This design comes from an exercise in tuning for small area, a short achievable clock period and few clock cycles per item on the open sky130 flow, not from production work.
Function was checked by simulation only, so behaviour that the tests miss may differ from the original.

==> run a <==
==> flow/design.v (excerpt) <==
module real_mul_arbiter #(
  parameter  int N_REQ = 4,
  localparam int ID_W  = $clog2(N_REQ)
) (
  input  logic                  clk,
  input  logic                  rst,
  input  logic [N_REQ-1:0]      req_valid,
  output logic [N_REQ-1:0]      req_ready,
  input  logic [real_mul_arbiter_pkg::OP_W*N_REQ-1:0] req_op1,
  input  logic [real_mul_arbiter_pkg::OP_W*N_REQ-1:0] req_op2,
  output logic                  rsp_valid,
  input  logic                  rsp_ready,
  output logic [ID_W-1:0]       rsp_id,
  output logic [real_mul_arbiter_pkg::OP_W-1:0] rsp_result,
  output logic                  busy,
  output logic [real_mul_arbiter_pkg::CNT_W-1:0] ops_done
);
  localparam int OP_W = real_mul_arbiter_pkg::OP_W;
  localparam int PW   = real_mul_arbiter_pkg::PRE_W;
  localparam int MW   = real_mul_arbiter_pkg::MID_W;
  logic [ID_W-1:0]  rr_ptr, ptr_n, sel_idx;
  logic [N_REQ-1:0] sel, ahead, sel_n, ahead_n;
  logic             hit;
  logic             adv;
  logic             acc;
  logic [OP_W-1:0]  op1_s, op2_s;
  logic [2*PW-1:0]  pre_d, pre_q;
  logic [2*MW-1:0]  mid_d, mid_q;
  logic             s1_valid;
  logic [ID_W-1:0]  s1_id;
  assign adv = !rsp_valid || rsp_ready;
  assign hit = |(sel & req_valid) && !(|(ahead & req_valid));
  assign acc = rst && adv && hit;
  assign req_ready = acc ? sel : '0;
  always_comb begin
    sel_idx = '0;
    for (int i = 0; i < N_REQ; i++)
      if (sel[i]) sel_idx = ID_W'(i);
  end
  assign ptr_n = acc ? ((sel_idx == ID_W'(N_REQ - 1)) ? '0 : sel_idx + 1'b1) : rr_ptr;
  always_comb begin
    logic found;
    sel_n   = '0;
    ahead_n = '0;
    found   = 1'b0;
    for (int k = 0; k < N_REQ; k++) begin
      if (!found) begin
        if (req_valid[ID_W'((int'(ptr_n) + k) % N_REQ)]) begin
          sel_n[ID_W'((int'(ptr_n) + k) % N_REQ)] = 1'b1;
          found = 1'b1;
        end else begin
  ...
Settings: LEC_CHECK=0, CAP_MARGIN=20, CORE_MARGIN=2, CORE_UTILIZATION=40, SETUP_SLACK_MARGIN=5.0, SLEW_MARGIN=20; clock period 10.5 ns.
standard.sh (not shown) runs the stock make flow with config.mk's settings and CLKGATE_MAP_FILE= SYNTH_SCRIPT=/design/flow/synth_recipe.tcl, a recipe that flattens the netlist after the stock synthesis.
==> flow/flow/run.sh <==
#!/bin/bash
# The standard layout (the standard.sh, unchanged synthesis and steps), except that the
# port buffers that global placement inserts on every input and output are plain buf_2 cells
# instead of the delay cells buffer_ports picks by default.
set -euo pipefail
export BUFFER_PORTS_ARGS="-buffer_cell sky130_fd_sc_hd__buf_2"
bash standard.sh > standard_flow.log 2>&1
==> run b: changes against run a <==
==> flow/run.sh (new file) <==
#!/bin/bash
# synth_recipe.tcl (not shown) runs the flow's synth.tcl, then flattens the netlist and writes it again
# the make line also repeats each setting of config.mk as NAME=value (left out here)
make -C /OpenROAD-flow-scripts/flow DESIGN_CONFIG=/design/flow/config.mk WORK_HOME=/design/flow/orfs CLKGATE_MAP_FILE= SYNTH_SCRIPT=/design/flow/synth_recipe.tcl finish
SETUP_SLACK_MARGIN = 4.0   (was 5.0)
removed: flow/flow/run.sh
removed: flow/standard.sh
==> run c: changes against run a <==
SETUP_SLACK_MARGIN = default   (was 5.0)
==> run summary <==
Fmax=approximately 160 MHz; met1 WL=between 60000 and 70000 um; setup slack, reg-to-reg=around 4.4 ns; gpl congestion=about 0.9; Worst Setup End Kind=register; most common cell after layout, fill and taps aside=inv_1; # diodes=24; outcome=complete, no violations; Setup crit end=mid_q[63]; Clock Skew=0.01655 ns; CTS clk-pin slew, worst paths=0.07 ns
The numbers above come from run a.

==> run summary <==
Clock Skew=~0.035 ns; Fmax=135.6 MHz; gpl congestion=about 1; outcome=complete, no violations; met1 WL=about 68000 um; hpwl dp=roughly 140000 um; Worst Setup End Kind=register; Setup crit end=mid_q[16]; setup slack, reg-to-reg=between 3 and 4 ns; most common cell after layout, fill and taps aside=a22oi_1; Biggest register=pre_q
The numbers above come from run c.

==> run summary <==
outcome=complete, no violations; # diodes=22; number of max-slew violations in the final report=0; CTS clk-pin slew, worst paths=about 0.06 ns; most common cell after layout, fill and taps aside=a22oi_1; Setup crit end=rsp_result[54]; Tcrit/Tclk final=60.81%; Seq Cell Count=around 270; Clock Skew=roughly 0.015 ns; Worst Setup End Kind=output port; fin nets=between 6000 and 7000; Placed Cells=6505; Fmax=156.6 MHz; gpl congestion=0.9737
The numbers above come from run b.

Testbench counts of run a, summed over its fixed seeds: cycles 3,216, items 3,200.
Testbench counts of run b, summed over its fixed seeds: cycles 3,216, items 3,200.
Testbench counts of run c, summed over its fixed seeds: cycles 3,216, items 3,200.

==> run A <==
real_mul_arbiter, a different RTL version from the one above (not shown whole).
==> flow/config.mk <==
export PLATFORM = sky130hd
export DESIGN_NAME = real_mul_arbiter
export DESIGN_NICKNAME = real_mul_arbiter
export VERILOG_FILES = /design/flow/design.v
export SDC_FILE = /design/flow/constraint.sdc
export NUM_CORES = 4
export LEC_CHECK = 0
export CAP_MARGIN = 20
export CORE_MARGIN = 2
export CORE_UTILIZATION = 40
export SETUP_SLACK_MARGIN = 5.0
export SLEW_MARGIN = 20
==> flow/constraint.sdc <==
create_clock -name core_clock -period 10.5 [get_ports {clk}]
set_input_delay 2.1000 -clock core_clock [delete_from_list [all_inputs] [get_ports {clk}]]
set_output_delay 2.1000 -clock core_clock [all_outputs]
set_load 0.01 [all_outputs]
==> flow/flow/run.sh <==
#!/bin/bash
# The standard layout (the standard.sh, unchanged synthesis and steps), except that the
# port buffers that global placement inserts on every input and output are plain buf_2 cells
# instead of the delay cells buffer_ports picks by default.
set -euo pipefail
export BUFFER_PORTS_ARGS="-buffer_cell sky130_fd_sc_hd__buf_2"
bash standard.sh > standard_flow.log 2>&1
==> run D (differences from run A) <==
==> flow/flow/run.sh (replaced) <==
#!/bin/bash
# The standard layout (the standard.sh, unchanged synthesis and steps), except that the
# port buffers that global placement inserts on every input and output are plain buf_1 cells
# instead of the delay cells buffer_ports picks by default.
set -euo pipefail
export BUFFER_PORTS_ARGS="-buffer_cell sky130_fd_sc_hd__buf_1"
bash standard.sh > standard_flow.log 2>&1
Settings changed: CTS_BUF_LIST from default to sky130_fd_sc_hd__clkbuf_4 sky130_fd_sc_hd__clkbuf_8.
==> impl_results.html <==
<table>
<tr><th>Metric</th><th>Value</th></tr>
<tr><th colspan="2">Place</th></tr>
<tr><td>Worst slack after detailed placement</td><td>4.168 ns</td></tr>
<tr><th colspan="2">Clocking</th></tr>
<tr><td>Clock insertion delay at the later pin of the skew report</td><td>0.79 ns</td></tr>
<tr><td>CTS H-Tree Depth</td><td>3</td></tr>
<tr><td>Root cell of the clock tree</td><td>sky130_fd_sc_hd__clkbuf_8</td></tr>
<tr><th colspan="2">Global routing</th></tr>
<tr><td>Fraction of met3 tracks used by global routing</td><td>5.939%</td></tr>
<tr><th colspan="2">Run status</th></tr>
<tr><td>Result of the run</td><td>finished clean</td></tr>
<tr><th colspan="2">Finish</th></tr>
<tr><td>Area added between synthesis and finish</td><td>12.60%</td></tr>
<tr><td>Sequential fraction of total cell area</td><td>25.68%</td></tr>
<tr><th colspan="2">Critical path</th></tr>
<tr><td>Worst setup endpoint</td><td>req_ready[1]</td></tr>
<tr><td>Worst flop-to-flop path startpoint</td><td>pre_q[99]</td></tr>
<tr><td>Most frequent cell on the critical path</td><td>sky130_fd_sc_hd__buf_1</td></tr>
</table>
That was run D.
==> impl_results.html <==
<table>
<tr><th>Metric</th><th>Value</th></tr>
<tr><th colspan="2">Clocking</th></tr>
<tr><td>Root cell of the clock tree</td><td>sky130_fd_sc_hd__clkbuf_16</td></tr>
<tr><td>Clock insertion delay at the later pin of the skew report</td><td>0.70 ns</td></tr>
<tr><th colspan="2">Place</th></tr>
<tr><td>Worst slack after detailed placement</td><td>4.323 ns</td></tr>
<tr><th colspan="2">Floorplanning</th></tr>
<tr><td>Num ports</td><td>607</td></tr>
<tr><th colspan="2">Critical path</th></tr>
<tr><td>Most frequent cell on the critical path</td><td>sky130_fd_sc_hd__buf_2</td></tr>
<tr><td>Worst setup endpoint</td><td>req_ready[3]</td></tr>
<tr><th colspan="2">Finish</th></tr>
<tr><td>Area added between synthesis and finish</td><td>13.83%</td></tr>
<tr><td>Largest registers</td><td>cs_q: 158 flops, pre_q: 144 flops, mid_q: 80 flops</td></tr>
<tr><td>Sequential fraction of total cell area</td><td>25.41%</td></tr>
<tr><th colspan="2">Global routing</th></tr>
<tr><td>Fraction of met3 tracks used by global routing</td><td>6.015%</td></tr>
<tr><th colspan="2">Logic synthesis</th></tr>
<tr><td>Yosys Warn Count</td><td>2</td></tr>
<tr><th colspan="2">Run status</th></tr>
<tr><td>Result of the run</td><td>finished clean</td></tr>
</table>
That was run A.
Testbench counts of run A, summed over its fixed seeds: cycles 3,232, items 3,200.
Testbench counts of run D, summed over its fixed seeds: cycles 3,232, items 3,200.

==> inputs of build 90 <==
real_mul_arbiter, a different RTL version from the one above (not shown whole).
clock: 10.5 ns
lec_check: 0
cap_margin: 20
core_margin: 2
core_utilization: 55
cts_buf_list: sky130_fd_sc_hd__clkbuf_4 sky130_fd_sc_hd__clkbuf_8
slew_margin: 20
==> flow/flow/run.sh <==
#!/bin/bash
# The standard layout (the standard.sh, unchanged synthesis and steps), except that:
# - the port buffers that global placement inserts on every input and output are plain
#   buf_1 cells instead of the delay cells buffer_ports picks by default;
set -euo pipefail
export BUFFER_PORTS_ARGS="-buffer_cell sky130_fd_sc_hd__buf_1"
export SETUP_SLACK_MARGIN=5.6
bash standard.sh > standard_flow.log 2>&1
==> build 63: changes against build 90 <==
--- a/flow/flow/run.sh
+++ b/flow/flow/run.sh
@@ -5,4 +5,4 @@
 set -euo pipefail
 export BUFFER_PORTS_ARGS="-buffer_cell sky130_fd_sc_hd__buf_1"
-export SETUP_SLACK_MARGIN=5.6
+export SETUP_SLACK_MARGIN=6.2
 bash standard.sh > standard_flow.log 2>&1
--- a/flow/config.mk
+++ b/flow/config.mk
@@ -8,5 +8,5 @@
 export CAP_MARGIN = 20
 export CORE_MARGIN = 2
-export CORE_UTILIZATION = 55
+export CORE_UTILIZATION = 40
 export CTS_BUF_LIST = sky130_fd_sc_hd__clkbuf_4 sky130_fd_sc_hd__clkbuf_8
 export SLEW_MARGIN = 20
==> trial 3: changes against build 90 <==
==> flow/flow/run.sh (replaced) <==
#!/bin/bash
# The standard layout (the standard.sh, unchanged synthesis and steps), except that the
# port buffers that global placement inserts on every input and output are plain buf_2 cells
# instead of the delay cells buffer_ports picks by default.
set -euo pipefail
export BUFFER_PORTS_ARGS="-buffer_cell sky130_fd_sc_hd__buf_2"
bash standard.sh > standard_flow.log 2>&1
--- a/flow/config.mk
+++ b/flow/config.mk
@@ -8,5 +8,5 @@
 export CAP_MARGIN = 20
 export CORE_MARGIN = 2
-export CORE_UTILIZATION = 55
-export CTS_BUF_LIST = sky130_fd_sc_hd__clkbuf_4 sky130_fd_sc_hd__clkbuf_8
+export CORE_UTILIZATION = 40
+export SETUP_SLACK_MARGIN = 5.0
 export SLEW_MARGIN = 20
==> trial 65: changes against build 90 <==
--- a/flow/config.mk
+++ b/flow/config.mk
@@ -8,5 +8,5 @@
 export CAP_MARGIN = 20
 export CORE_MARGIN = 2
-export CORE_UTILIZATION = 55
+export CORE_UTILIZATION = 40
 export CTS_BUF_LIST = sky130_fd_sc_hd__clkbuf_4 sky130_fd_sc_hd__clkbuf_8
 export SLEW_MARGIN = 20
==> run summary <==
|  | trial 65 | trial 3 | build 90 | build 63 |
|---|---|---|---|---|
| Crit path arrival time | 2.86 ns | 3.28 ns | 2.89 ns | 2.95 ns |
| Overall die area | 0.121 mm2 | 0.121 mm2 | 0.0887 mm2 | 0.121 mm2 |
| Fill cell total of the finished layout | 11204 | 11204 | 7329 | 10981 |
| Wire length of the first global-routing pass | 249000 um | 245000 um | 246000 um | 261000 um |
| Post-synthesis to final-layout area growth | 13.3% | 14.1% | 12.3% | 19.4% |
| Count of clock buffers in the final design | 106 | 62 | 101 | 95 |
| Initial antenna violation count | 11 | 10 | 8 | 15 |
| Crit path launch | req_valid[0] | rsp_ready | req_valid[2] | req_valid[0] |
| Depth of the critical timing path with buffers and inverters included | 5 | 7 | 5 | 6 |
| Buffers excl. clock | 771 | 756 | 773 | 910 |
| Timing-limited maximum frequency | 202 MHz | 186 MHz | 200 MHz | 198 MHz |
| Iteration count of the initial detailed-routing pass | 6 | 7 | 8 | 7 |
| Run status | complete, no violations | complete, no violations | complete, no violations | complete, no violations |
| Overall routing resource usage | 0.270 | 0.264 | 0.364 | 0.286 |
| Clk cell area share | 0.0325 | 0.0340 | 0.0308 | 0.0288 |
| Length in cells of the worst reg-to-reg path | 20 | 22 | 20 | 23 |
| Capture point of the worst path | req_ready[2] | req_ready[3] | req_ready[0] | req_ready[0] |
| Capturing point of the worst reg2reg path | rsp_result[11] | rsp_result[10] | rsp_result[11] | rsp_result[15] |
| Met2 track demand over resource in global routing | 0.420 | 0.413 | 0.564 | 0.443 |
Testbench counts of build 90, summed over its fixed seeds: cycles 3,224, items 3,200.
Testbench counts of build 63, summed over its fixed seeds: cycles 3,224, items 3,200.
Testbench counts of trial 3, summed over its fixed seeds: cycles 3,224, items 3,200.
Testbench counts of trial 65, summed over its fixed seeds: cycles 3,224, items 3,200.

==> 09-06 <==
Starting RTL as in the previous note.
==> flow/config.mk <==
export PLATFORM = sky130hd
export DESIGN_NAME = real_mul_arbiter
export DESIGN_NICKNAME = real_mul_arbiter
export VERILOG_FILES = /design/flow/design.v
export SDC_FILE = /design/flow/constraint.sdc
export NUM_CORES = 4
export LEC_CHECK = 0
export CAP_MARGIN = 20
export CORE_MARGIN = 2
export CORE_UTILIZATION = 40
export CTS_BUF_LIST = sky130_fd_sc_hd__clkbuf_4 sky130_fd_sc_hd__clkbuf_8
export SETUP_SLACK_MARGIN = 5.0
export SLEW_MARGIN = 20
==> flow/constraint.sdc <==
create_clock -name core_clock -period 10.5 [get_ports {clk}]
set_input_delay 2.1000 -clock core_clock [delete_from_list [all_inputs] [get_ports {clk}]]
set_output_delay 2.1000 -clock core_clock [all_outputs]
set_load 0.01 [all_outputs]
==> flow/flow/run.sh <==
#!/bin/bash
# The standard layout (the standard.sh, unchanged synthesis and steps), except that the
# port buffers that global placement inserts on every input and output are plain buf_1 cells
# instead of the delay cells buffer_ports picks by default.
set -euo pipefail
export BUFFER_PORTS_ARGS="-buffer_cell sky130_fd_sc_hd__buf_1"
bash standard.sh > standard_flow.log 2>&1
==> 05-18: changes against 09-06 <==
==> flow/flow/run.sh (replaced) <==
#!/bin/bash
# The standard layout (the standard.sh, unchanged synthesis and steps), except that:
# - the port buffers that global placement inserts on every input and output are plain
#   buf_1 cells instead of the delay cells buffer_ports picks by default;
set -euo pipefail
export BUFFER_PORTS_ARGS="-buffer_cell sky130_fd_sc_hd__buf_1"
export SETUP_SLACK_MARGIN=5.8
bash standard.sh > standard_flow.log 2>&1
- SETUP_SLACK_MARGIN: 5.0 -> not set
==> notes <==
- Utilization: 05-18 is higher than 09-06 (1.8 points).
- Clock-buffer cell count: 05-18 is lower than 09-06 (6).
- In 05-18 the non-clock buffer count is higher than in 09-06, by 86.
- Of 09-06 and 05-18, 09-06 has the higher sequential share of layout area (gap 0.85 points).
- Between 09-06 and 05-18, the lower final cell count is in 09-06 (gap 1.4%, measured against 05-18).
- Against 05-18, the critical path depth of 09-06 is higher by 2.
==> figures <==
Result of the run: 05-18 finished clean; 09-06 finished clean
Last weighted congestion value of the routability-driven placer: 05-18 0.8981; 09-06 0.9033
Cell with the largest stage delay on the worst path: 05-18 sky130_fd_sc_hd__a22oi_2; 09-06 sky130_fd_sc_hd__buf_4
GR Util met3: 05-18 0.05511; 09-06 0.06219
Multi-input logic portion of the cell area: 05-18 0.5957; 09-06 0.6032
HPWL after detailed placement: 05-18 119100 µm; 09-06 120600 µm
Met1 Resource Use GR: 05-18 0.3737; 09-06 0.3599
Area of all placed cells without fillers: 05-18 55340 µm²; 09-06 53240 µm²
Time the worst path needs with I/O delays and setup: 05-18 4.969 ns; 09-06 5.351 ns
Layout cells sized above 1: 05-18 0.1082; 09-06 0.06648
CP peak stage delay: 05-18 0.23 ns; 09-06 0.25 ns
Skew-Pair Late Insertion Delay: 05-18 0.76 ns; 09-06 0.78 ns
Met2 Use GR: 05-18 0.4264; 09-06 0.4154
Testbench counts of 09-06, summed over its fixed seeds: cycles 3,224, items 3,200.
Testbench counts of 05-18, summed over its fixed seeds: cycles 3,224, items 3,200.

==> afterwards: timing with drivers on the ports <==
How much do the figures lean on ideal ports? The routed layouts below were timed once more, with nothing changed but the port constraints. Step 1 (the two cells are an assumption about what drives the block):
set clk [get_ports {clk}]
set_driving_cell -lib_cell sky130_fd_sc_hd__clkbuf_16 $clk
set_driving_cell -lib_cell sky130_fd_sc_hd__buf_2 [delete_from_list [all_inputs] $clk]
Step 2 adds t to the input delays and takes it off the output delays; t is the mean of the earliest and latest rising clock arrival at the registers after step 1. Input paths then give back, and output paths get back, about the clock's delay inside the block. Slacks: ideal / step 1 / step 2; pairs: ideal / step 1.
run	t (ns)	setup WS [ns]	clock arrival spread, ns
run a of note 1	0.684	4.405 / 4.379 / 4.405	0.019 / 0.019
run b of note 1	0.699	4.114 / 4.032 / 4.040	0.017 / 0.016
run c of note 1	0.655	3.125 / 3.115 / 3.125	0.036 / 0.035
run A of note 2	0.739	5.113 / 5.087 / 4.837	0.056 / 0.056
run D of note 2	0.845	5.137 / 5.105 / 5.002	0.049 / 0.049
build 90	0.762	5.512 / 5.472 / 5.151	0.047 / 0.048
build 63	0.766	5.447 / 5.374 / 5.374	0.061 / 0.061
trial 3	0.722	5.118 / 5.100 / 4.809	0.053 / 0.053
trial 65	0.807	5.538 / 5.493 / 5.149	0.067 / 0.068
09-06	0.813	5.149 / 5.123 / 5.123	0.075 / 0.076
05-18	0.786	5.531 / 5.487 / 5.334	0.086 / 0.086
After both steps every run listed still meets setup and hold. For trial 65, which loses most, drivers alone change the setup slack by -0.045 ns; drivers and shift together by -0.389 ns.
